Source: an optimization exercise on an open RTL-to-GDS flow (aim: small area). Production flows keep margins and buffers that such runs may drop. The RTL was checked by simulation tests, not by an equivalence proof against the original design. Power is estimated from default activity; no workload was simulated.

`flow/flow/run.sh`:
```
#!/bin/bash
# Standard layout with these changes:
#  - ABC maps combinational logic with the &nf area mapper (flow/abc_area.script)
#    instead of ORFS's map -B 0.9; registers are untouched. The purely
#    combinational ALU (execute_unit) and pc decrement (fetch_unit) modules are
#    synthesized on their own (SYNTH_HIERARCHICAL) and mapped for delay with
#    flow/abc_speed_mod.script; the standard flow's synthesis script flattens afterwards.
#  - ports are buffered with buf_1 instead of the default clkdlybuf4s50_1.
#  - CTS uses a clkbuf_16 root and clkbuf_8 buffers on sink clusters of 16,
#    with no dummy loads.
#  - the resizer may not use buf_8/buf_12/buf_16 (added to the don't-use list).
set -euo pipefail
here=$(pwd)
rm -rf "$here/scripts_mod"
cp -r "$FLOW_HOME/scripts" "$here/scripts_mod"
cp "$here/flow/abc_area.script" "$here/scripts_mod/abc_area.script"
cp "$here/flow/abc_speed_mod.script" "$here/scripts_mod/abc_speed_mod.script"
# run a second abc pass with the speed script on ABC_SPEED_MODULES
python3 - "$here/scripts_mod/synth.tcl" <<'PY'
import sys
f = sys.argv[1]
s = open(f).read()
old = """  log_cmd abc {*}$abc_args
} else {"""
new = """  if { [env_var_exists_and_non_empty ABC_SPEED_MODULES] } {
    set i [lsearch -exact $abc_args -script]
    set speed_args [lreplace $abc_args [expr {$i + 1}] [expr {$i + 1}] \\
      $::env(SCRIPTS_DIR)/abc_speed_mod.script]
    log_cmd abc {*}$speed_args {*}$::env(ABC_SPEED_MODULES)
    log_cmd abc {*}$abc_args $::env(DESIGN_NAME)
  } else {
    log_cmd abc {*}$abc_args
  }
} else {"""
assert old in s
open(f, "w").write(s.replace(old, new))
PY
dont_use="sky130_fd_sc_hd__probe_p_8 sky130_fd_sc_hd__probec_p_8 sky130_fd_sc_hd__lpflow_bleeder_1"
for c in clkbufkapwr_1 clkbufkapwr_16 clkbufkapwr_2 clkbufkapwr_4 clkbufkapwr_8 \
         clkinvkapwr_1 clkinvkapwr_16 clkinvkapwr_2 clkinvkapwr_4 clkinvkapwr_8 \
         decapkapwr_12 decapkapwr_3 decapkapwr_4 decapkapwr_6 decapkapwr_8 \
         inputiso0n_1 inputiso0p_1 inputiso1n_1 inputiso1p_1 inputisolatch_1 \
         isobufsrc_1 isobufsrc_16 isobufsrc_2 isobufsrc_4 isobufsrc_8 isobufsrckapwr_16 \
         lsbuf_lh_hl_isowell_tap_1 lsbuf_lh_hl_isowell_tap_2 lsbuf_lh_hl_isowell_tap_4 \
         lsbuf_lh_isowell_4 lsbuf_lh_isowell_tap_1 lsbuf_lh_isowell_tap_2 lsbuf_lh_isowell_tap_4; do
  dont_use="$dont_use sky130_fd_sc_hd__lpflow_$c"
done
dont_use="$dont_use sky130_fd_sc_hd__buf_8 sky130_fd_sc_hd__buf_12 sky130_fd_sc_hd__buf_16"
knobs=(
  SCRIPTS_DIR="$here/scripts_mod"
  SYNTH_HIERARCHICAL=1
  ABC_SPEED_MODULES="execute_unit fetch_unit"
  DONT_USE_CELLS="$dont_use"
  BUFFER_PORTS_ARGS="-buffer_cell sky130_fd_sc_hd__buf_1"
  CTS_ARGS="-sink_clustering_enable -repair_clock_nets -dont_use_dummy_load -root_buf sky130_fd_sc_hd__clkbuf_16 -buf_list sky130_fd_sc_hd__clkbuf_8 -sink_clustering_size 16 -sink_clustering_max_diameter 50"
)
bash standard.sh "${knobs[@]}" synth > "$here/synth.log" 2>&1
bash standard.sh "${knobs[@]}" finish > "$here/layout.log" 2>&1
```
`flow/flow/abc_area.script`:
```
strash
dc2
&get -n
&st
&dch -f
&nf -a -R 1000
&put
topo
```
`flow/flow/abc_speed_mod.script`:
```
strash
&get -n
&st
&dch -f
&nf -R 1000
&put
topo
```
`flow/standard.sh`:
```
#!/bin/bash
# synth_recipe.tcl (not shown) runs the flow's synth.tcl, then flattens the netlist and writes it again
# the make line also repeats each setting of config.mk as NAME=value (left out here)
make -C /OpenROAD-flow-scripts/flow DESIGN_CONFIG=/design/flow/config.mk WORK_HOME=/design/flow/orfs CLKGATE_MAP_FILE= SYNTH_SCRIPT=/design/flow/synth_recipe.tcl "${@:-finish}"
```
`flow/config.mk`:
```
export PLATFORM = sky130hd
export DESIGN_NAME = mips_lite_core
export DESIGN_NICKNAME = mips_lite_core
export VERILOG_FILES = /design/flow/design.v
export SDC_FILE = /design/flow/constraint.sdc
export NUM_CORES = 4
export LEC_CHECK = 0
export ABC_AREA = 1
export CAP_MARGIN = 15
export CORE_MARGIN = 2
export CORE_UTILIZATION = 55
export GPL_TIMING_DRIVEN = 0
export PLACE_DENSITY = 0.65
export SETUP_SLACK_MARGIN = 0.1
export SLEW_MARGIN = 15
```
`flow/constraint.sdc`:
```
create_clock -name core_clock -period 6.0 [get_ports {clk}]
set_input_delay 1.2000 -clock core_clock [delete_from_list [all_inputs] [get_ports {clk}]]
set_output_delay 1.2000 -clock core_clock [all_outputs]
set_load 0.01 [all_outputs]
```
`flow/design.v`:
```
package mips_lite_pkg;
    localparam int DATA_W     = 32;
    localparam int ADDR_W     = 32;
    localparam int REG_ADDR_W = 5;
    localparam int REG_NUM    = 32;
    localparam logic [ADDR_W-1:0] RESET_PC = 32'hbfc00000;
    localparam logic [5:0] OP_SPECIAL = 6'h00;
    localparam logic [5:0] OP_ADDIU   = 6'h09;
    localparam logic [5:0] OP_ANDI    = 6'h0c;
    localparam logic [5:0] OP_ORI     = 6'h0d;
    localparam logic [5:0] OP_XORI    = 6'h0e;
    localparam logic [5:0] OP_LUI     = 6'h0f;
    localparam logic [5:0] FN_SLL  = 6'h00;
    localparam logic [5:0] FN_SRL  = 6'h02;
    localparam logic [5:0] FN_SRA  = 6'h03;
    localparam logic [5:0] FN_ADDU = 6'h21;
    localparam logic [5:0] FN_SUBU = 6'h23;
    localparam logic [5:0] FN_AND  = 6'h24;
    localparam logic [5:0] FN_OR   = 6'h25;
    localparam logic [5:0] FN_XOR  = 6'h26;
    localparam logic [5:0] FN_NOR  = 6'h27;
    localparam logic [5:0] FN_SLT  = 6'h2a;
    localparam logic [5:0] FN_LUI  = 6'h3f;
    localparam logic [2:0] K_ADD = 3'd0, K_AND = 3'd1, K_OR  = 3'd2, K_XOR = 3'd3,
                           K_NOR = 3'd4, K_SLT = 3'd5, K_SH  = 3'd6, K_LUI = 3'd7;
    typedef struct packed {
        logic [5:0]            opcode;
        logic [REG_ADDR_W-1:0] rs;
        logic [REG_ADDR_W-1:0] rt;
        logic [REG_ADDR_W-1:0] rd;
        logic [4:0]            shamt;
        logic [5:0]            funct;
    } r_fmt_t;
    typedef struct packed {
        logic [5:0]            opcode;
        logic [REG_ADDR_W-1:0] rs;
        logic [REG_ADDR_W-1:0] rt;
        logic [15:0]           imm;
    } i_fmt_t;
    typedef union packed {
        r_fmt_t r_fmt;
        i_fmt_t i_fmt;
    } instr_u;
endpackage
import mips_lite_pkg::*;
module fetch_unit (
    input  logic [31:2] pc_i,
    output logic [31:2] pc_inc_o
);
    assign pc_inc_o = pc_i + 30'd1;
endmodule
import mips_lite_pkg::*;
module execute_unit (
    input  logic [31:0] a_i,
    input  logic [31:0] b_i,
    input  logic [2:0]  op_i,
    input  logic        sub_i,     
    input  logic        sll_i,
    input  logic        sra_i,
    input  logic [4:0]  sa_i,
    output logic [31:0] res_o
);
    logic [31:0] a, b, op2x, sum, rin, r, rev_r, lg;
    logic        lt, fill;
    logic [32:0] sum_c;
    assign a     = a_i;
    assign b     = b_i;
    assign op2x  = b ^ {32{sub_i}};
    assign sum_c = {a, 1'b1} + {op2x, sub_i};
    assign sum   = sum_c[32:1];
    assign lt    = (a[31] ^ b[31]) ? a[31] : sum[31];
    always_comb begin
        for (int i = 0; i < 32; i++) rin[i] = sll_i ? b[31-i] : b[i];
    end
    assign fill = sra_i & b[31];
    always_comb begin
        logic [31:0] s;
        s = rin;
        if (sa_i[0]) s = {{1{fill}},  s[31:1]};
        if (sa_i[1]) s = {{2{fill}},  s[31:2]};
        if (sa_i[2]) s = {{4{fill}},  s[31:4]};
        if (sa_i[3]) s = {{8{fill}},  s[31:8]};
        if (sa_i[4]) s = {{16{fill}}, s[31:16]};
        r = s;
        for (int i = 0; i < 32; i++) rev_r[i] = s[31-i];
    end
    logic s_add, s_and, s_or, s_xor, s_nor, s_slt, s_sr, s_sl, s_lui;
    assign s_add = (op_i == K_ADD);
    assign s_and = (op_i == K_AND);
    assign s_or  = (op_i == K_OR);
    assign s_xor = (op_i == K_XOR);
    assign s_nor = (op_i == K_NOR);
    assign s_slt = (op_i == K_SLT);
    assign s_sr  = (op_i == K_SH) & !sll_i;
    assign s_sl  = (op_i == K_SH) & sll_i;
    assign s_lui = (op_i == K_LUI);
    logic t_ne, t_11, t_00;
    assign t_ne = s_or | s_xor;
    assign t_11 = s_and | s_or;
    assign t_00 = s_nor;
    always_comb begin
        for (int i = 0; i < 32; i++)
            lg[i] = (a[i] ^ b[i]) ? t_ne : (a[i] ? t_11 : t_00);
    end
    assign res_o = ({32{s_add}} & sum)
                 | lg
                 | ({32{s_slt}} & {31'd0, lt})
                 | ({32{s_sr}}  & r)
                 | ({32{s_sl}}  & rev_r)
                 | ({32{s_lui}} & b);
endmodule
import mips_lite_pkg::*;
module mips_lite_core (
    input  logic                  clk,
    input  logic                  rst_n_i,
    input  logic                  stall_i,
    output logic                  rom_en_o,
    output logic [ADDR_W-1:0]     rom_addr_o,
    input  mips_lite_pkg::instr_u                rom_data_i,
    output logic                  debug_reg_write_en_o,
    output logic [REG_ADDR_W-1:0] debug_reg_write_addr_o,
    output logic [DATA_W-1:0]     debug_reg_write_data_o,
    output logic [ADDR_W-1:0]     debug_pc_addr_o
);
    logic [31:2] pc_q;      
    logic [31:2] pc_inc;
    logic        ph_q;      
    logic        clr_q;     
    logic [31:0] x_q;       
    logic [31:0] y_q;       
    logic [4:0]  ra_q;      
    logic [4:0]  rd_q;      
    logic        en_q;      
    logic [4:0]  sa_q;      
    logic [2:0]  op_q;      
    logic        sub_q;     
    logic        sll_q;     
    logic        sra_q;     
    logic [31:0] w;
    assign w = rom_data_i;
    logic [5:0] op, fn;
    logic [15:0] imm;
    logic is_r, f_sll, f_srl, f_sra, f_addu, f_subu, f_and, f_or, f_xor, f_nor, f_slt;
    logic o_addiu, o_andi, o_ori, o_xori, o_lui;
    logic known, use_imm;
    logic [4:0] dest;
    logic [2:0] kind;
    assign op  = w[31:26];
    assign fn  = w[5:0];
    assign imm = w[15:0];
    assign is_r    = (op == 6'h00);
    assign f_sll   = is_r && fn == 6'h00;
    assign f_srl   = is_r && fn == 6'h02;
    assign f_sra   = is_r && fn == 6'h03;
    assign f_addu  = is_r && fn == 6'h21;
    assign f_subu  = is_r && fn == 6'h23;
    assign f_and   = is_r && fn == 6'h24;
    assign f_or    = is_r && fn == 6'h25;
    assign f_xor   = is_r && fn == 6'h26;
    assign f_nor   = is_r && fn == 6'h27;
    assign f_slt   = is_r && fn == 6'h2a;
    assign o_addiu = (op == 6'h09);
    assign o_andi  = (op == 6'h0c);
    assign o_ori   = (op == 6'h0d);
    assign o_xori  = (op == 6'h0e);
    assign o_lui   = (op == 6'h0f);
    assign known   = f_sll | f_srl | f_sra | f_addu | f_subu | f_and | f_or |
                     f_xor | f_nor | f_slt | o_addiu | o_andi | o_ori | o_xori | o_lui;
    assign use_imm = o_addiu | o_andi | o_ori | o_xori | o_lui;
    assign dest    = is_r ? w[15:11] : w[20:16];
    always_comb begin
        kind = K_ADD;
        if (f_and | o_andi)               kind = K_AND;
        if (f_or  | o_ori)                kind = K_OR;
        if (f_xor | o_xori)               kind = K_XOR;
        if (f_nor)                        kind = K_NOR;
        if (f_slt)                        kind = K_SLT;
        if (f_sll | f_srl | f_sra)        kind = K_SH;
        if (o_lui)                        kind = K_LUI;
    end
    always_ff @(posedge clk or negedge rst_n_i) begin
        if (!rst_n_i) begin
            pc_q  <= RESET_PC[31:2] - 30'd1;
            ph_q  <= 1'b1;
            clr_q <= 1'b1;
            en_q  <= 1'b0;
        end else begin
            clr_q <= 1'b0;
            if (!stall_i) begin
                ph_q <= !ph_q;
                if (!ph_q) begin
                    pc_q <= pc_inc;
                    en_q <= known && (dest != 5'd0);
                end
            end
        end
    end
    always_ff @(posedge clk) begin
        if (!stall_i) begin
            ra_q <= ph_q ? w[20:16] : w[25:21];
            if (!ph_q) begin
                rd_q  <= dest;
                sa_q  <= w[10:6];
                op_q  <= kind;
                sub_q <= f_subu | f_slt;
                sll_q <= f_sll;
                sra_q <= f_sra;
            end
        end
    end
    fetch_unit u_pc_inc (
        .pc_i     (pc_q),
        .pc_inc_o (pc_inc)
    );
    assign rom_en_o   = 1'b1;
    assign rom_addr_o = {pc_inc, 2'b00};
    logic [31:0] regs_q [1:31];
    logic [31:0] rdata;
    logic [31:0] res;
    always_comb begin
        logic [31:0] t [0:31];
        t[0] = '0;
        for (int i = 1; i < 32; i++)
            t[i] = {32{ra_q == 5'(i)}} & regs_q[i];
        for (int n = 16; n >= 1; n = n / 2)
            for (int k = 0; k < n; k++)
                t[k] = t[2*k] | t[2*k+1];
        rdata = t[0];
    end
    logic [31:1] row_we, row_hold;
    always_comb begin
        for (int i = 1; i < 32; i++) begin
            row_we[i]   = !ph_q && !stall_i && en_q && rd_q == 5'(i);
            row_hold[i] = !clr_q && !row_we[i];
        end
    end
    always_ff @(posedge clk) begin
        for (int i = 1; i < 32; i++)
            regs_q[i] <= ({32{row_hold[i]}} & regs_q[i]) | ({32{row_we[i]}} & res);
    end
    logic fwd;
    assign fwd = en_q && (ra_q == rd_q);
    logic x_hold, x_imm, x_fwd, x_rd;
    assign x_hold = ph_q | stall_i;
    assign x_imm  = !x_hold & use_imm;
    assign x_fwd  = !x_hold & !use_imm & fwd;
    assign x_rd   = !x_hold & !use_imm & !fwd;
    always_ff @(posedge clk) begin
        x_q <= ({32{x_hold}} & x_q) | ({32{x_imm}} & immx) |
               ({32{x_fwd}} & res) | ({32{x_rd}} & rdata);
        if (ph_q)
            y_q <= rdata;
    end
    logic [31:0] immx;
    assign immx = o_lui ? {imm, 16'd0} : {{16{o_addiu & imm[15]}}, imm};
    execute_unit u_alu (
        .a_i   (y_q),
        .b_i   (x_q),
        .op_i  (op_q),
        .sub_i (sub_q),
        .sll_i (sll_q),
        .sra_i (sra_q),
        .sa_i  (sa_q),
        .res_o (res)
    );
    assign debug_reg_write_en_o   = en_q && !ph_q && !stall_i;
    assign debug_reg_write_addr_o = rd_q;
    assign debug_reg_write_data_o = res;
    assign debug_pc_addr_o        = {pc_q, 2'b00};
endmodule
```
==> results.txt, run 1 <==
Worst min path class - reg -> reg
Yosys top cell area share - 46.77%
Crit path DAT - 4740 ps
Aggregate global-route resource usage - 49.65%
Drt first-iter violations - 9311
Via count - 44353
First-pass GRT wire length - 295.6 mm
Pin slew with the least headroom to its limit - 1249 ps
Post-synthesis sequential area ratio - 52.37%
Syn avg cell area - 10.92 µm²
CTS tree - yes
Synth area leader - dfxtp_1
H-tree Lvls - 3
Number of global-route vias before repair - 40590
Max cap viols - 0
Worst-path clk slew - 70 ps
Layout fillers - 6291
Core Area - 79000 µm²
Die width - 286.3 µm
Antenna violations before repair - 3
Post-Route WL - 213.5 mm
WHS - 476.6 ps
Cts bufs inserted - 101
Worst setup startpoint - sub_q$_DFFE_PP_
Largest cells by area after synthesis - dfxtp_1, a22o_1, a222oi_1
Run status - timing/DRC/antenna clean
GRT overflow - 0
Mapped Cells - 4014
Placed Cells - 5515
Number of enable flip-flop cells after synthesis - 53
Clock power frac - 29.1%
Critical Path RT - 4800 ps
Hold_buf cts - 0
Post-DRT Antenna Nets - 0
Tmin final - 5943 ps
Internal power - 9781 µW
Die Y - 286.3 µm
Leakage - 0.01983 µW
Reg2reg path depth - 12
Unrepaired setup endpoints after global routing - yes
Peak VDD IR - 0.2072 mV
Power Dens Cells - 275.8 nW/µm²
Sequential Power Share - 53.7%
Comb power frac - 17.2%
R2r setup slk - 630 ps
Start of the worst register-to-register path - ph_q$_DFFE_PN1N_
Die ar. - 81970 µm²
RR Endpoint - regs_q[28][20]$_DFF_P_
Maximum buffer depth of the clock tree - 3
P&R area growth vs syn - 17.91%
Worst Min Path Start - regs_q[15][27]$_DFF_P_
Slew Limit Fails - 0
Detail Placement HPWL - 146.1 mm
Root Buffer - clkbuf_16
Wire per inst - 37.70 µm
Setup TNS - 0 ps
Clk latency of the worst-skew pair - 690 ps
Share of cells above drive strength 1 - 14.19%
Gpl congestion - 1.016
P_sw - 4472 µW
Post-layout nets - 4680
DRC - 0
Boundary pin count - 138
Slew headroom - 16.52%
Hold Violations, Final - 0
CP Max Fanout - 10
Mapped Area - 43830 µm²
Final Cycle Share - 99.05%
FMAX - 0.1683 GHz
Async SR Flop Fraction - 2.973%
Clk sinks - 1110
Clock Skews - 101.3 ps
Setup crit end - debug_reg_write_data_o[11]
Seq cells post-synth - 1110
Final setup fails - 0
Initial core utilization - 55.48%
Unique cell type count in the Yosys netlist - 55
Sw frac - 31.37%
Synthesis Warnings - 10
PortBufs - 132
Critical Path Sink Type - primary output
Post-route insts no fill - 5663
CP Launch Type - flip-flop
Vias per inst - 7.832
Pre-Repair DR Iteration Count - 14
# rows - 103
Crit Path Category - reg -> out
Predominant post-synthesis flop cell - dfxtp_1
Largest net degree at the start of global routing - 57
cell usage in the layout, fill, tap and decap left out, drive strengths merged, types with 30 or more instances in the layout:
cell / netlist / layout
nand3: 78 / 79
ha: 35 / 35
nor2: 169 / 169
xnor2: 61 / 61
nand4: 79 / 79
clkbuf: 0 / 105
buf: 5 / 486
a22oi: 159 / 159
dfxtp: 1024 / 1024
nor3: 55 / 55
a22o: 1005 / 1005
nand2: 349 / 349
xor2: 62 / 62
o21ai: 151 / 151
dfstp: 30 / 30
a221oi: 40 / 40
edfxtp: 53 / 53
a222oi: 213 / 213
mux2i: 45 / 45
a21oi: 167 / 167
kinds of logic (layout without fill, tap and decap cells):
family          after synthesis  count (layout)  synth area share (%)
fa+ha+maj                    35              35                0.9991
mux                          72              72                 1.721
simple gates                827             828                 8.550
xor+xnor                    123             123                 2.458
other cells                   2              11               0.01713
compound gates             1824            1825                 33.66
flops                      1110            1110                 52.37
buf+inv                      21             609                0.2227
per-stage QoR:
stage / power (µW) / utilization (%) / worst slack, ps / cell area (µm²)
6_report: 14250 / 65.42 / 56.71 / 51680
4_1_cts: 13950 / 64.95 / 48.97 / 51310
3_3_place_gp: 9717 / 58.05 / -7161 / 45860
2_1_floorplan: 8847 / - / 126.7 / 44050
3_5_place_dp: 9978 / 62.89 / -251.6 / 49680
5_1_grt: 14530 / 65.40 / 36.37 / 51670
cell type report:
cell class                      instances  area [µm²]  share of cell area, %
Multi-Input combinational cell       2889       22000                  42.58
Buffer                                  5       37.54                0.07263
Antenna cell                            5       12.51                0.02421
Clock buffer                          101        1491                  2.886
Timing Repair Buffer                  487        3802                  7.357
Sequential cell                      1110       22960                  44.42
Tap cell                             1050        1314                  2.542
Inverter                               16       61.31                 0.1186
cells in the mapped netlist (all sizes together), types with 5 or more instances:
master,n
dfxtp,1024
a22o,1005
nand2,349
a222oi,213
nor2,169
a21oi,167
a22oi,159
o21ai,151
nand4,79
nand3,78
xor2,62
xnor2,61
nor3,55
edfxtp,53
mux2i,45
a221oi,40
ha,35
dfstp,30
mux2,27
or3,26
a211oi,18
clkinv,16
o21a,15
nand2b,14
nor4,14
and3,13
o211ai,12
o22ai,9
a21boi,5
and2,5
buf,5
nor3b,5
flip-flops by register name, indices dropped and copies added, names as in the netlist, 3 cells and up:
name / count
y_q: 32
pc_q: 30
sa_q: 5
op_q: 3
rd_q: 5
ra_q: 5
regs_q: 992
x_q: 32
power by group through the flow:
stage	clock [µW]	sequential, µW	combinational (µW)
after global routing	4390	7660	2480
after global placement	0	7830	1890
after floorplan	0	7790	1060
after detailed placement	0	7810	2160
after CTS	4100	7640	2210
final	4150	7650	2450
modules after synthesis, one instance, submodules excluded:
module	times used	area (µm²)	flip-flops and latches	cells inside
execute_unit	1	5205	0	840
mips_lite_core	1	38040	1110	3079
fetch_unit	1	583.1	0	95
critical path, stage by stage, from the launching register on:
cell      delay [ps]
edfxtp_1         420
buf_6            190
xor2_1           170
ha_1             390
a21oi_4          330
o21ai_0          180
a21oi_2          120
buf_2            240
or3_1            240
nand2b_1         130
xor2_1           160
a21oi_1          310
o211ai_1         350
buf_4            340
buf_2            210
buf_4            180
buf_1            130
per-layer routing:
layer | track usage [%] | vias to the layer above | wire [µm]
met5 | 0 | - | 35
met3 | 21.14 | 1155 | 34520
li1 | - | 17687 | -
met4 | 34.69 | 2 | 18590
met2 | 69.09 | 4214 | 85410
met1 | 61.81 | 21295 | 74950
what timing repair did:
action / 4_1_cts / 5_1_grt
setup endpoints to repair: 15 / 14
pin swaps: 3 / 10
setup buffers: 9 / 31
gates resized for setup: 24 / 33
cloned: 0 / 3
worst min path at each step:
stage                                  end  slack (ps)  cells after the start
floorplan           regs_q[10][13]$_DFF_P_         440                      1
global placement    regs_q[31][19]$_DFF_P_         450                      1
detailed placement   regs_q[5][20]$_DFF_P_         450                      1
CTS                 regs_q[14][31]$_DFF_P_         470                      1
global route         regs_q[2][27]$_DFF_P_         490                      1
finish              regs_q[15][27]$_DFF_P_         480                      1
==> inputs of run 2 (changes only) <==
--- a/flow/flow/run.sh
+++ b/flow/flow/run.sh
@@ -6,7 +6,7 @@
 #    synthesized on their own (SYNTH_HIERARCHICAL) and mapped for delay with
 #    flow/abc_speed_mod.script; the standard flow's synthesis script flattens afterwards.
 #  - ports are buffered with buf_1 instead of the default clkdlybuf4s50_1.
-#  - CTS uses a clkbuf_16 root and clkbuf_8 buffers on sink clusters of 16,
+#  - CTS uses a clkbuf_16 root and clkbuf_4 buffers on sink clusters of 8,
 #    with no dummy loads.
 #  - the resizer may not use buf_8/buf_12/buf_16 (added to the don't-use list).
 set -euo pipefail
@@ -52,7 +52,7 @@
   ABC_SPEED_MODULES="execute_unit fetch_unit"
   DONT_USE_CELLS="$dont_use"
   BUFFER_PORTS_ARGS="-buffer_cell sky130_fd_sc_hd__buf_1"
-  CTS_ARGS="-sink_clustering_enable -repair_clock_nets -dont_use_dummy_load -root_buf sky130_fd_sc_hd__clkbuf_16 -buf_list sky130_fd_sc_hd__clkbuf_8 -sink_clustering_size 16 -sink_clustering_max_diameter 50"
+  CTS_ARGS="-sink_clustering_enable -repair_clock_nets -dont_use_dummy_load -root_buf sky130_fd_sc_hd__clkbuf_16 -buf_list sky130_fd_sc_hd__clkbuf_4 -sink_clustering_size 8 -sink_clustering_max_diameter 30"
 )
 bash standard.sh "${knobs[@]}" synth > "$here/synth.log" 2>&1
 bash standard.sh "${knobs[@]}" finish > "$here/layout.log" 2>&1
==> results.txt, run 2 <==
Run status - timing/DRC/antenna clean
Die Y - 286.3 µm (unchanged)
Cts bufs inserted - 191 (+89%)
Pin slew with the least headroom to its limit - 1234 ps (-15.23 ps)
CTS tree - yes
Post-route insts no fill - 5748 (+1.5%)
Largest cells by area after synthesis - dfxtp_1, a22o_1, a222oi_1
Leakage - 0.01989 µW (+0.30%)
Min setup slack post-route - 27.39 ps (-29.32 ps)
R2r setup slk - 430 ps (-200 ps)
Synth Area in Compound Gates - 33.66% (unchanged)
CP Launch Type - flip-flop
Root Buffer - clkbuf_16
Worst-path clk slew - 70 ps (about the same)
Post-Route WL - 214.0 mm (+0.22%)
Top Registers - regs_q x992, x_q x32, y_q x32
PortBufs - 132 (unchanged)
FMAX - 0.1674 GHz (-0.49%)
GRT overflow - 0 (unchanged)
Vias per inst - 7.795 (-0.47%)
Max cap viols - 0 (unchanged)
Synthesis Warnings - 10 (unchanged)
Slew headroom - 17.73% (+1.2 points)
Wire per inst - 37.22 µm (-1.3%)
Xor/xnor share of the synthesized area - 2.458% (unchanged)
Post-synthesis sequential area ratio - 52.37% (unchanged)
Most common cell after layout, fill and taps aside - dfxtp_1
Most numerous cell in the Yosys netlist - dfxtp_1
Detail Placement HPWL - 146.1 mm (unchanged)
Tmin final - 5973 ps (+29.32 ps)
Clock Skews - 186.7 ps (+85.41 ps)
Delay-heaviest family, CP - compound AO/OA/AOI/OAI gates
Commonest cells post-synth - dfxtp_1, a22o_1, nand2_1
CP Max Fanout - 32 (+22)
Buf/Inv on CP - 4 (-2)
Critical Path RT - 4800 ps (about the same)
Total power - 14160 µW (-0.67%)
Crit Path Category - reg -> out
CP peak stage delay - 430 ps (about the same)
Number of global-route vias before repair - 41341 (+1.9%)
Yosys top cell area share - 46.77% (unchanged)
Async SR Flop Fraction - 2.973% (unchanged)
Crit path DAT - 4770 ps (+30 ps)
Crit-path cells - buf_6, xor2_1, ha_1, a21oi_1, o21ai_0, a21oi_2, buf_2, or3_1, nand2b_1, a31oi_1, o211a_1, xor2_1, o21ai_4, buf_6, buf_1
Hold Violations, Final - 0 (unchanged)
Start of the worst register-to-register path - ph_q$_DFFE_PN1N_
Syn avg cell area - 10.92 µm² (unchanged)
Die ar. - 81970 µm² (unchanged)
Reg2reg path depth - 12 (unchanged)
Mapped Cells - 4014 (unchanged)
First-pass GRT wire length - 297.5 mm (+0.65%)
Via count - 44807 (+1.0%)
Simple-gate area share of the yosys netlist - 8.550% (unchanged)
# rows - 103 (unchanged)
Worst Hold End - regs_q[12][10]$_DFF_P_
Mapped Area - 43830 µm² (unchanged)
Worst Min Path Start - regs_q[12][10]$_DFF_P_
Final setup fails - 0 (unchanged)
Largest register FFs - 992 (unchanged)
Seq cells post-synth - 1110 (unchanged)
DP Area - 49680 µm² (unchanged)
Main combinational cell family by area after synthesis - compound AO/OA/AOI/OAI gates
Worst Hold Depth - 1 (unchanged)
Hold_buf cts - 0 (unchanged)
Most frequent cells in the layout - dfxtp_1, a22o_1, nand2_1, a222oi_1, clkbuf_4
Clk latency of the worst-skew pair - 850 ps (+160 ps)
RR Endpoint - regs_q[28][20]$_DFF_P_
P&R area growth vs syn - 17.71%
Die width - 286.3 µm (unchanged)
Synth area leader - dfxtp_1
Slew Limit Fails - 0 (unchanged)
Post-DRT Antenna Nets - 0 (unchanged)
H-tree Lvls - 4 (+1)
Clk sinks - 1110 (unchanged)
WHS - 474.0 ps (-2.606 ps)
Power Dens Cells - 274.4 nW/µm² (-0.51%)
Core Area - 79000 µm² (unchanged)
Largest net degree at the start of global routing - 57 (unchanged)
Unique cell type count in the Yosys netlist - 55 (unchanged)
Share of cells above drive strength 1 - 15.69% (+1.5 points)
DRC - 0 (unchanged)
Unrepaired setup endpoints after global routing - yes
Mux cell area share after synthesis - 1.721% (unchanged)
Final Cycle Share - 99.54% (+0.49 points)
Number of enable flip-flop cells after synthesis - 53 (unchanged)
Maximum buffer depth of the clock tree - 3 (unchanged)
Predominant post-synthesis flop cell - dfxtp_1
Critical Path Sink Type - primary output
Post-layout nets - 4756 (+1.6%)
Register with the most flip-flops - regs_q
Aggregate global-route resource usage - 50.09% (+0.44 points)
Initial core utilization - 55.48% (unchanged)
Finished Cell Area - 51590 µm² (-0.17%)
Boundary pin count - 138 (unchanged)
Drt first-iter violations - 9409 (+1.1%)
Gpl congestion - 1.016 (unchanged)
Antenna violations before repair - 12 (+9)
Pre-Repair DR Iteration Count - 13 (-1)
Worst path slowest cell - edfxtp_1
Placed Cells - 5515 (unchanged)
Worst min path class - reg -> reg
Layout fillers - 6376 (+1.4%)
Post-place setup slack - -251.6 ps (unchanged)
Peak VDD IR - 0.2382 mV (+15%)
Adder-Cell Fraction of Synth Area - 0.9991% (unchanged)
[run 2: cell counts after synthesis]
No cell type changed its count.
[run 2: layer usage]
layer	global-route usage (%)	vias up	share of wire, %
li1	-	17941	-
met4	36.16	14	8.9
met1	62.05	21362	35
met3	21.64	1198	16
met2	69.19	4292	40
met5	0.9302	-	0.15
[run 2: report_power, final]
part,internal [µW],switching [µW]
Sequential,7510,142
Clock,1470,2610
Combinational,620,1810
[run 2: worst max path at each step]
| stage | startpoint | to | depth (start not counted) |
|---|---|---|---|
| finish | sub_q$_DFFE_PP_ | debug_reg_write_data_o[27] | 15 |
| global route | sub_q$_DFFE_PP_ | debug_reg_write_data_o[11] | 16 |
| CTS | sll_q$_DFFE_PP_ | debug_reg_write_data_o[0] | 16 |
| detailed placement | sub_q$_DFFE_PP_ | debug_reg_write_data_o[0] | 16 |
| global placement | stall_i | regs_q[11][12]$_DFF_P_ | 8 |
| floorplan | sub_q$_DFFE_PP_ | debug_reg_write_data_o[19] | 10 |
[run 2: through the flow]
step,setup TNS (ps),utilization [%]
after floorplan,0,-
after global placement,-5862580,58.05
after detailed placement,-432.4,62.89
after CTS,0,64.95
after global routing,0,65.27
final,0,65.31
[run 2: per-module statistics from Yosys (local to each module, per instance)]
module | flip-flops and latches | cells inside | times used
execute_unit | 0 | 840 | 1
mips_lite_core | 1110 | 3079 | 1
fetch_unit | 0 | 95 | 1
[run 2: cell type report]
class	count	area, µm²	share of cell area, %
antenna	14	35.03	0.06790
buffer	5	37.54	0.07275
clock buffer	191	1451	2.813
inverter	16	61.31	0.1188
multi-input combinational	2889	22010	42.66
sequential	1110	22960	44.50
tap	1050	1314	2.546
timing repair buffer	473	3725	7.219
[run 2: logic make-up after synthesis]
| family | after synthesis |
|---|---|
| adder cells (fa/ha/maj) | 35 |
| buffers and inverters | 21 |
| AO/OA/AOI/OAI | 1824 |
| other | 2 |
| multiplexers | 72 |
| XOR/XNOR | 123 |
| AND/OR/NAND/NOR | 827 |
| flip-flops | 1110 |
[run 2: worst register-to-register path, cell delays in order, from the launching register on]
cell and delay [ps]:
dfstp_2 1280, or2_4 370, bufbuf_16 430, clkinv_2 250, and2_0 310, nand2_2 580, or3_1 500, nor2_4 250
buf_6 290, nor2_4 400, buf_6 350, buf_6 300, a22o_1 180
[run 2: timing repair]
| item | 4_1_cts | 5_1_grt |
|---|---|---|
| setup buffers | 11 | 15 |
| gates cloned | 1 | 3 |
| setup endpoints to repair | 17 | 18 |
| pin swaps | 5 | 10 |
| gates resized for setup | 34 | 29 |
==> inputs of run 3 (changes only) <==
--- a/flow/design.v
+++ b/flow/design.v
@@ -60,15 +60,15 @@
     input  logic [4:0]  sa_i,
     output logic [31:0] res_o
 );
-    logic [31:0] a, b, op2x, sum, rin, r, rev_r, lg;
-    logic        lt, fill;
+    logic [31:0] a, b, sum, rin, r, rev_r, lg;
+    logic        lt, fill, a31;
     logic [32:0] sum_c;
     assign a     = a_i;
     assign b     = b_i;
-    assign op2x  = b ^ {32{sub_i}};
-    assign sum_c = {a, 1'b1} + {op2x, sub_i};
-    assign sum   = sum_c[32:1];
-    assign lt    = (a[31] ^ b[31]) ? a[31] : sum[31];
+    assign sum_c = {1'b0, a} + {1'b0, b};
+    assign sum   = sum_c[31:0] ^ {32{sub_i}};
+    assign a31   = a[31] ^ sub_i;
+    assign lt    = (a31 ^ b[31]) ? a31 : sum[31];
     always_comb begin
         for (int i = 0; i < 32; i++) rin[i] = sll_i ? b[31-i] : b[i];
     end
@@ -249,7 +249,7 @@
         x_q <= ({32{x_hold}} & x_q) | ({32{x_imm}} & immx) |
                ({32{x_fwd}} & res) | ({32{x_rd}} & rdata);
         if (ph_q)
-            y_q <= rdata;
+            y_q <= rdata ^ {32{sub_q}};
     end
     logic [31:0] immx;
     assign immx = o_lui ? {imm, 16'd0} : {{16{o_addiu & imm[15]}}, imm};
--- a/flow/config.mk
+++ b/flow/config.mk
@@ -6,10 +6,10 @@
 export NUM_CORES = 4
 export LEC_CHECK = 0
 export ABC_AREA = 1
-export CAP_MARGIN = 15
+export CAP_MARGIN = 10
 export CORE_MARGIN = 2
-export CORE_UTILIZATION = 55
+export CORE_UTILIZATION = 60
 export GPL_TIMING_DRIVEN = 0
-export PLACE_DENSITY = 0.65
+export PLACE_DENSITY = 0.7
 export SETUP_SLACK_MARGIN = 0.1
-export SLEW_MARGIN = 15
+export SLEW_MARGIN = 10
==> results.txt, run 3 <==
Run status - timing/DRC/antenna clean
Most numerous cell in the Yosys netlist - dfxtp_1
Final setup fails - 0 (unchanged)
Antenna violations before repair - 11 (-1)
Aggregate global-route resource usage - 53.19% (+3.1 points)
DP Area - 48750 µm² (-1.9%)
Slew Limit Fails - 0 (unchanged)
Die ar. - 75150 µm² (-8.3%)
PortBufs - 132 (unchanged)
Synthesis Warnings - 10 (unchanged)
Placed Cells - 5319 (-3.6%)
Unrepaired setup endpoints after global routing - no
Clk latency of the worst-skew pair - 820 ps (-30 ps)
Post-DRT Antenna Nets - 0 (unchanged)
Initial core utilization - 60.32% (+4.8 points)
Post-Route WL - 207.3 mm (-3.1%)
Crit path DAT - 4710 ps (-60 ps)
Critical Path Sink Type - primary output
Die Y - 274.1 µm (-4.2%)
Worst-path clk slew - 90 ps (+20 ps)
FMAX - 0.1693 GHz (+1.1%)
Largest cells by area after synthesis - dfxtp_1, a22o_1, a222oi_1
Max cap viols - 0 (unchanged)
Clock Skews - 139.0 ps (-47.68 ps)
Top Registers - regs_q x992, x_q x32, y_q x32
Hold_buf cts - 0 (unchanged)
Post-layout nets - 4636 (-2.5%)
Die width - 274.1 µm (-4.2%)
H-tree Lvls - 4 (unchanged)
First-pass GRT wire length - 289.4 mm (-2.7%)
CP Launch Type - flip-flop
Mapped Area - 43780 µm² (-0.11%)
Slew headroom - 10.01% (-7.7 points)
Total power - 13810 µW (-2.4%)
Drt first-iter violations - 10067 (+7.0%)
Number of enable flip-flop cells after synthesis - 53 (unchanged)
Post-synthesis sequential area ratio - 52.43% (+0.055 points)
Root Buffer - clkbuf_16
Tmin final - 5905 ps (-67.25 ps)
Clk sinks - 1110 (unchanged)
Worst min path class - in -> async
Largest net degree at the start of global routing - 69 (+21%)
Predominant post-synthesis flop cell - dfxtp_1
Detail Placement HPWL - 136.8 mm (-6.4%)
Core Area - 72590 µm² (-8.1%)
Xor/xnor share of the synthesized area - 2.480% (+0.023 points)
Largest register FFs - 992 (unchanged)
Peak VDD IR - 0.1917 mV (-20%)
Main combinational cell family by area after synthesis - compound AO/OA/AOI/OAI gates
Final Cycle Share - 98.42% (-1.1 points)
Wire per inst - 37.47 µm (+0.67%)
# rows - 99 (-3.9%)
Via count - 44676 (-0.29%)
Power Dens Cells - 273.6 nW/µm² (-0.28%)
Mapped Cells - 3982 (-0.80%)
Synth area leader - dfxtp_1
Vias per inst - 8.076 (+3.6%)
Maximum buffer depth of the clock tree - 3 (unchanged)
GRT overflow - 0 (unchanged)
Most common cell after layout, fill and taps aside - dfxtp_1
Hold Violations, Final - 0 (unchanged)
Boundary pin count - 138 (unchanged)
Finished Cell Area - 50490 µm² (-2.1%)
Adder-Cell Fraction of Synth Area - 0.9602% (-0.039 points)
Synth Area in Compound Gates - 33.59% (-0.067 points)
Simple-gate area share of the yosys netlist - 8.704% (+0.15 points)
Share of cells above drive strength 1 - 13.89% (-1.8 points)
Yosys top cell area share - 46.82% (+0.049 points)
Unique cell type count in the Yosys netlist - 53 (-3.6%)
Mux cell area share after synthesis - 1.586% (-0.14 points)
Number of global-route vias before repair - 40950 (-0.95%)
Syn avg cell area - 11.00 µm² (+0.70%)
Setup TNS - 0 ps (unchanged)
Pre-Repair DR Iteration Count - 14 (+1)
Seq cells post-synth - 1110 (unchanged)
Post-route insts no fill - 5532 (-3.8%)
Cts bufs inserted - 193 (+1.0%)
Gpl congestion - 1.055 (+3.8%)
Leakage - 0.01944 µW (-2.3%)
Pin slew with the least headroom to its limit - 1350 ps (+115.9 ps)
P&R area growth vs syn - 15.31%
Commonest cells post-synth - dfxtp_1, a22o_1, nand2_1
CTS tree - yes
DRC - 0 (unchanged)
Async SR Flop Fraction - 2.973% (unchanged)
Register with the most flip-flops - regs_q
Crit Path Category - reg -> out
WHS - 467.8 ps (-6.203 ps)
CP Max Fanout - 33 (+3.1%)
Most frequent cells in the layout - dfxtp_1, a22o_1, nand2_1, a222oi_1, clkbuf_4
Critical Path RT - 4800 ps (about the same)
-- run 3: cell count changes after synthesis, moves of 18 or more --
| cell | previous run | this run |
|---|---|---|
| a211oi_1 | 18 | 36 |
| a221oi_1 | 40 | 64 |
| a22oi_1 | 159 | 140 |
| nand3_1 | 78 | 98 |
| nor2_1 | 169 | 203 |
| a21oi_1 | 167 | 125 |
| nand4_1 | 79 | 61 |
| o21ai_0 | 151 | 107 |
-- run 3: modules after synthesis (local to each module, per instance) --
| module | flip-flops and latches | cells inside | cell area [µm²] |
|---|---|---|---|
| fetch_unit | 0 | 95 | 583.1 |
| mips_lite_core | 1110 | 3102 | 38320 |
| execute_unit | 0 | 785 | 4877 |
-- run 3: per-stage QoR --
stage               utilization, %  worst slack, ps
finish                       69.55            94.64
global route                 69.55            106.9
CTS                          69.30            136.0
detailed placement           67.16           -377.6
global placement             62.91            -9326
floorplan                        -           -4.939
-- run 3: cell families (layout without fill, tap and decap cells) --
family	after synthesis	count (layout)
AOI/OAI and AO/OA	1777	1778
xor gates and xnor gates	124	124
adders and majority gates	33	33
buffers and inverters	22	601
DFF	1110	1110
muxes	64	64
other	2	13
and+or+nand+nor	850	850
-- run 3: final timing paths --
path | from | end | slack, ps | depth (start not counted)
worst max-delay path | y_q[6]$_DFFE_PP_ | debug_reg_write_data_o[23] | 90 | 12
worst max register to register | ph_q$_DFFE_PN1N_ | regs_q[16][16]$_DFF_P_ | 190 | 9
max in group asynchronous | rst_n_i | pc_q[30]$_DFFE_PN0P_ | 5040 | 1
worst min-delay path | rst_n_i | en_q$_DFFE_PN0P_ | 470 | 1
min in group core_clock | pc_q[31]$_DFFE_PN1P_ | pc_q[31]$_DFFE_PN1P_ | 470 | 2
worst min register to register | pc_q[31]$_DFFE_PN1P_ | pc_q[31]$_DFFE_PN1P_ | 470 | 2
-- run 3: critical path, stage by stage, from the launching register on --
cell,delay [ps]
edfxtp_1,440
ha_1,420
a21oi_2,300
o21ai_0,170
a21oi_2,420
o21ai_0,360
nand3_1,180
nand2_1,90
xnor2_1,180
a221oi_4,500
o221ai_1,280
a21o_4,420
buf_1,190
-- run 3: per-layer routing --
metal	part of all wire (%)	track usage, %
met1	34	63.44
met2	40	74.16
met3	16	24.32
met4	9.3	40.33
met5	0.17	3.273
-- run 3: repair_timing --
action | in CTS | in global routing
buffers inserted | 1 | 11
pin swaps | 0 | 2
resized for setup | 23 | 17
setup endpoints to repair | 335 | 85
cloned | 0 | 1
-- run 3: cell type report --
| type | instances | area, µm² |
|---|---|---|
| plain buffers | 5 | 37.54 |
| flip-flops and latches | 1110 | 22960 |
| well taps | 959 | 1200 |
| clock buffers | 193 | 1466 |
| multi-input cells | 2855 | 21820 |
| fillers | 5575 | 22100 |
| diodes | 7 | 17.52 |
| inverters | 17 | 68.82 |
| repair buffers | 386 | 2917 |
-- run 3: power by group --
group	switching [µW]	total (µW)	internal, µW
Combinational	1590	2090	499
Clock	2580	4070	1490
Sequential	141	7660	7510
Total	4310	13800	9500

-- port drivers added, routing unchanged --
Ports are ideal in the flow. The routed layouts listed here were re-timed in OpenROAD.
Step 1 sets driving cells, clkbuf_16 on the clock port and buf_2 on the other inputs (assumed; they add their load-dependent delay and slew).
Step 2 times the ports against the registers' clock, not the clock port: input delays grow and output delays shrink by t, the midpoint of the rising clock arrivals with the driver on.
Slacks: ideal ports / drivers / drivers and shift; pairs: ideal ports / drivers.
run	t (ns)	setup WS [ns]	worst hold slack (ns)
run 1	0.708	0.057 / -0.011 / 0.447	0.477 / 0.477 / 0.477
run 2	0.833	0.027 / -0.045 / 0.298	0.474 / 0.439 / 0.474
run 3	0.827	0.095 / 0.020 / -0.092	0.468 / 0.416 / 0.475
With both steps, setup timing fails in run 3, where it was met with ideal ports. For run 3, which loses most, drivers alone change the setup slack by -0.075 ns; drivers and shift together by -0.187 ns.
